Background: an optimization exercise with open tools, aiming at small area. Do not read the settings as production practice.
RTL that was checked went through simulation tests only; none was proved equivalent to the original.
No driver is modelled on the clock port, so clocking that relies on it looks cheaper here than on a real chip.
No activity file was given, so power comes from the tool's default toggle rates.

## v4
Design regfile_2r2w, start of the top module:
module regfile_2r2w (
    input  logic        clk,
    input  logic        rst_n,
    input  logic [9:0]  rd_addr,     
    output logic [63:0] rd_data,     
    output logic [1:0]  rd_busy,
    input  logic [1:0]  wr_en,
    input  logic [9:0]  wr_addr,     
    input  logic [63:0] wr_data,     
    input  logic        rsv_en,
    input  logic [4:0]  rsv_addr,
    input  logic        flush,
    output logic [5:0]  busy_count
);
For scale: ~4900 cells after synthesis, about 1100 flip-flops.
export LEC_CHECK = 0
export CAP_MARGIN = 20
export CORE_MARGIN = 2
export CORE_UTILIZATION = 40
export GPL_TIMING_DRIVEN = 0
export PLACE_DENSITY = 0.5
export SETUP_SLACK_MARGIN = 0.2
export SLEW_MARGIN = 20
export SYNTH_HIERARCHICAL = 1
export SYNTH_MINIMUM_KEEP_SIZE = 0
create_clock -name core_clock -period 8.0 [get_ports {clk}]
standard.sh (not shown) runs the stock make flow with config.mk's settings and CLKGATE_MAP_FILE= SYNTH_SCRIPT=/design/flow/synth_recipe.tcl, a recipe that flattens the netlist after the stock synthesis.
==> flow/flow/run.sh <==
#!/bin/bash
# Own layout flow: the standard ORFS flow (standard synthesis unchanged),
# with layout-only settings changed:
#  - gates start the layout at drive strength 1 (flow/downsize.tcl, run at the
#    end of floorplan, which also removes synthesis buffers);
#  - after placement, flow/size_drivers.tcl sizes up the drivers of nets with
#    slow slews before repair_design, which then has little left to buffer;
#  - port buffers are buf_1;
#  - the clock tree uses clkbuf_4 buffers over small sink clusters,
#    without dummy loads; flow/post_cts.tcl then sizes up any leaf buffer whose
#    flip-flop clock pins would see too slow a slew.
set -euo pipefail
here=$(pwd)
bash standard.sh \
    "POST_FLOORPLAN_TCL=$here/flow/downsize.tcl" \
    "PRE_RESIZE_TCL=$here/flow/size_drivers.tcl" \
    "POST_CTS_TCL=$here/flow/post_cts.tcl" \
    "BUFFER_PORTS_ARGS=-buffer_cell sky130_fd_sc_hd__buf_1" \
    "CTS_ARGS=-sink_clustering_enable -repair_clock_nets -dont_use_dummy_load -buf_list {sky130_fd_sc_hd__clkbuf_4} -sink_clustering_size 14 -sink_clustering_max_diameter 80" \
    finish > standard_flow.log 2>&1
Other scripts of this flow, unchanged in this note and not shown: flow/flow/downsize.tcl, flow/flow/post_cts.tcl, flow/flow/size_drivers.tcl
For v23, these inputs were changed with respect to v4:
--- a/flow/design.v
+++ b/flow/design.v
@@ -5,21 +5,21 @@
     localparam int unsigned ZERO_ADDR     = 0;
     typedef logic [AW_DEFAULT-1:0]   reg_addr_t;
     typedef logic [XLEN_DEFAULT-1:0] xlen_t;
 endpackage
 module rf_busy_next (
     input  logic busy,
     input  logic hn,
-    input  logic rlo_n, rhi_n,    
-    input  logic flush,
+    input  logic slo, shi,        
+    input  logic flush_n,
     output logic free,
     output logic d
 );
     assign free = busy & ~hn;
-    assign d    = ~flush & (free | ~(rlo_n | rhi_n));
+    assign d    = (free & flush_n) | (slo & shi);
 endmodule
 module rf_busy_read (
     input  logic [31:1] free,
     input  logic [3:0]  lo,
     input  logic [7:0]  hi,
     output logic        b
 );
@@ -198,17 +198,15 @@
     rf_nand2b u_w0 (.an(wr0_n), .b(wr1_n), .y(w0n));
 endmodule
 module rf_vis (
     input  logic valid,
     input  logic hn,
     output logic vis
 );
-    logic vis_n;
-    rf_nor2 u_n (.a(valid), .b(hn), .y(vis_n));
-    rf_inv  u_v (.a(vis_n), .y(vis));
+    assign vis = valid | hn;
 endmodule
 module rf_rsel (
     input  logic lo, hi, vis,
     output logic sel
 );
     logic sel_n;
     rf_nand3 u_n (.a(lo), .b(hi), .c(vis), .y(sel_n));
@@ -229,16 +227,17 @@
     output logic [5:0]  busy_count
 );
     logic [31:0] wd0, wd1n;
     logic [3:0]  wlo [2];          
     logic [7:0]  whi [2];          
     logic [3:0]  rlo [2];          
     logic [7:0]  rhi [2];
-    logic [3:0]  slo_n;            
-    logic [7:0]  shi_n;
+    logic [3:0]  slo;              
+    logic [7:0]  shi;
+    logic        flush_n;
     logic [31:1] hn, w0n, w1;      
     logic [31:1] valid;            
     logic [31:1] vis;              
     logic [31:1] busy, busy_d;
     logic [31:1] free;             
     logic [31:0] q  [1:31];        
     logic [31:0] dn [1:31];        
@@ -246,32 +245,33 @@
     assign wd1n = ~wr_data[63:32];
     for (genvar j = 0; j < 2; j++) begin : g_dec
         rf_predec2p u_wlo (.a(wr_addr[5*j +: 2]), .en(wr_en[j] & rst_n), .y(wlo[j]));
         rf_predec3p u_whi (.a(wr_addr[5*j+2 +: 3]), .y(whi[j]));
         rf_predec2p u_rlo (.a(rd_addr[5*j +: 2]), .en(1'b1), .y(rlo[j]));
         rf_predec3p u_rhi (.a(rd_addr[5*j+2 +: 3]), .y(rhi[j]));
     end
-    rf_predec2 u_slo (.a(rsv_addr[1:0]), .en(rsv_en), .y_n(slo_n));
-    rf_predec3 u_shi (.a(rsv_addr[4:2]), .y_n(shi_n));
+    assign flush_n = ~flush;
+    rf_predec2p u_slo (.a(rsv_addr[1:0]), .en(rsv_en & flush_n), .y(slo));
+    rf_predec3p u_shi (.a(rsv_addr[4:2]), .y(shi));
     for (genvar k = 1; k < 32; k++) begin : g_reg
         rf_wctrl u_wctrl (
             .lo0(wlo[0][k%4]), .hi0(whi[0][k/4]),
             .lo1(wlo[1][k%4]), .hi1(whi[1][k/4]),
             .hn(hn[k]), .w0n(w0n[k]), .w1(w1[k])
         );
         rf_word_next u_next (
             .q(q[k]), .d0(wd0), .d1n(wd1n),
             .hn(hn[k]), .w0n(w0n[k]), .w1(w1[k]),
             .d(dn[k])
         );
         rf_vis u_vis (.valid(valid[k]), .hn(hn[k]), .vis(vis[k]));
         rf_busy_next u_busy (
             .busy(busy[k]), .hn(hn[k]),
-            .rlo_n(slo_n[k%4]), .rhi_n(shi_n[k/4]),
-            .flush(flush), .free(free[k]), .d(busy_d[k])
+            .slo(slo[k%4]), .shi(shi[k/4]),
+            .flush_n(flush_n), .free(free[k]), .d(busy_d[k])
         );
     end
     always_ff @(posedge clk) begin
         for (int k = 1; k < 32; k++) begin
             q[k] <= dn[k];
         end
     end
## What came out
Number of cell rows came out lower on v23 than on v4. Period utilization was higher in v23 than in v4. Leakage power, v23 and v4, higher one = v4. Diff v4 -> v23: largest fanout of any net on the critical path level; total power level; worst setup slack moved down; cell count moved down; cell depth of the worst setup path moved down. Diff v4 -> v23 | actual slew at the worst max-slew pin | decrease of 0.010 ns. Of v23 and v4, the run reporting the higher met1 routed wirelength after detailed routing was v23. v23 vs. v4: layout buffering overhead excluding clock cells flat, core utilization saw an increase.
For v4, only the layout was checked, not whether the RTL still works.

[static timing again, ports no longer ideal]
How much do the figures lean on ideal ports? The routed layouts below were timed once more, with nothing changed but the port constraints. Step 1 (the two cells are an assumption about what drives the block):
set clk [get_ports {clk}]
set_driving_cell -lib_cell sky130_fd_sc_hd__clkbuf_16 $clk
set_driving_cell -lib_cell sky130_fd_sc_hd__buf_2 [delete_from_list [all_inputs] $clk]
Step 2 times the ports against the registers' clock, not the clock port: input delays grow and output delays shrink by t, the midpoint of the rising clock arrivals with the driver on. Slacks: ideal ports / drivers / drivers and shift; pairs: ideal ports / drivers.
run	t, ns	slack for setup (ns)	hold WS [ns]	worst setup path at the end	clock arrival spread, ns
v4	1.172	0.248 / 0.218 / 0.218	0.478 / 0.478 / 0.478	input to output	0.135 / 0.135
v23	1.163	0.091 / 0.061 / 0.061	0.489 / 0.489 / 0.489	input to output	0.148 / 0.148
After both steps setup and hold are still met in every run listed.
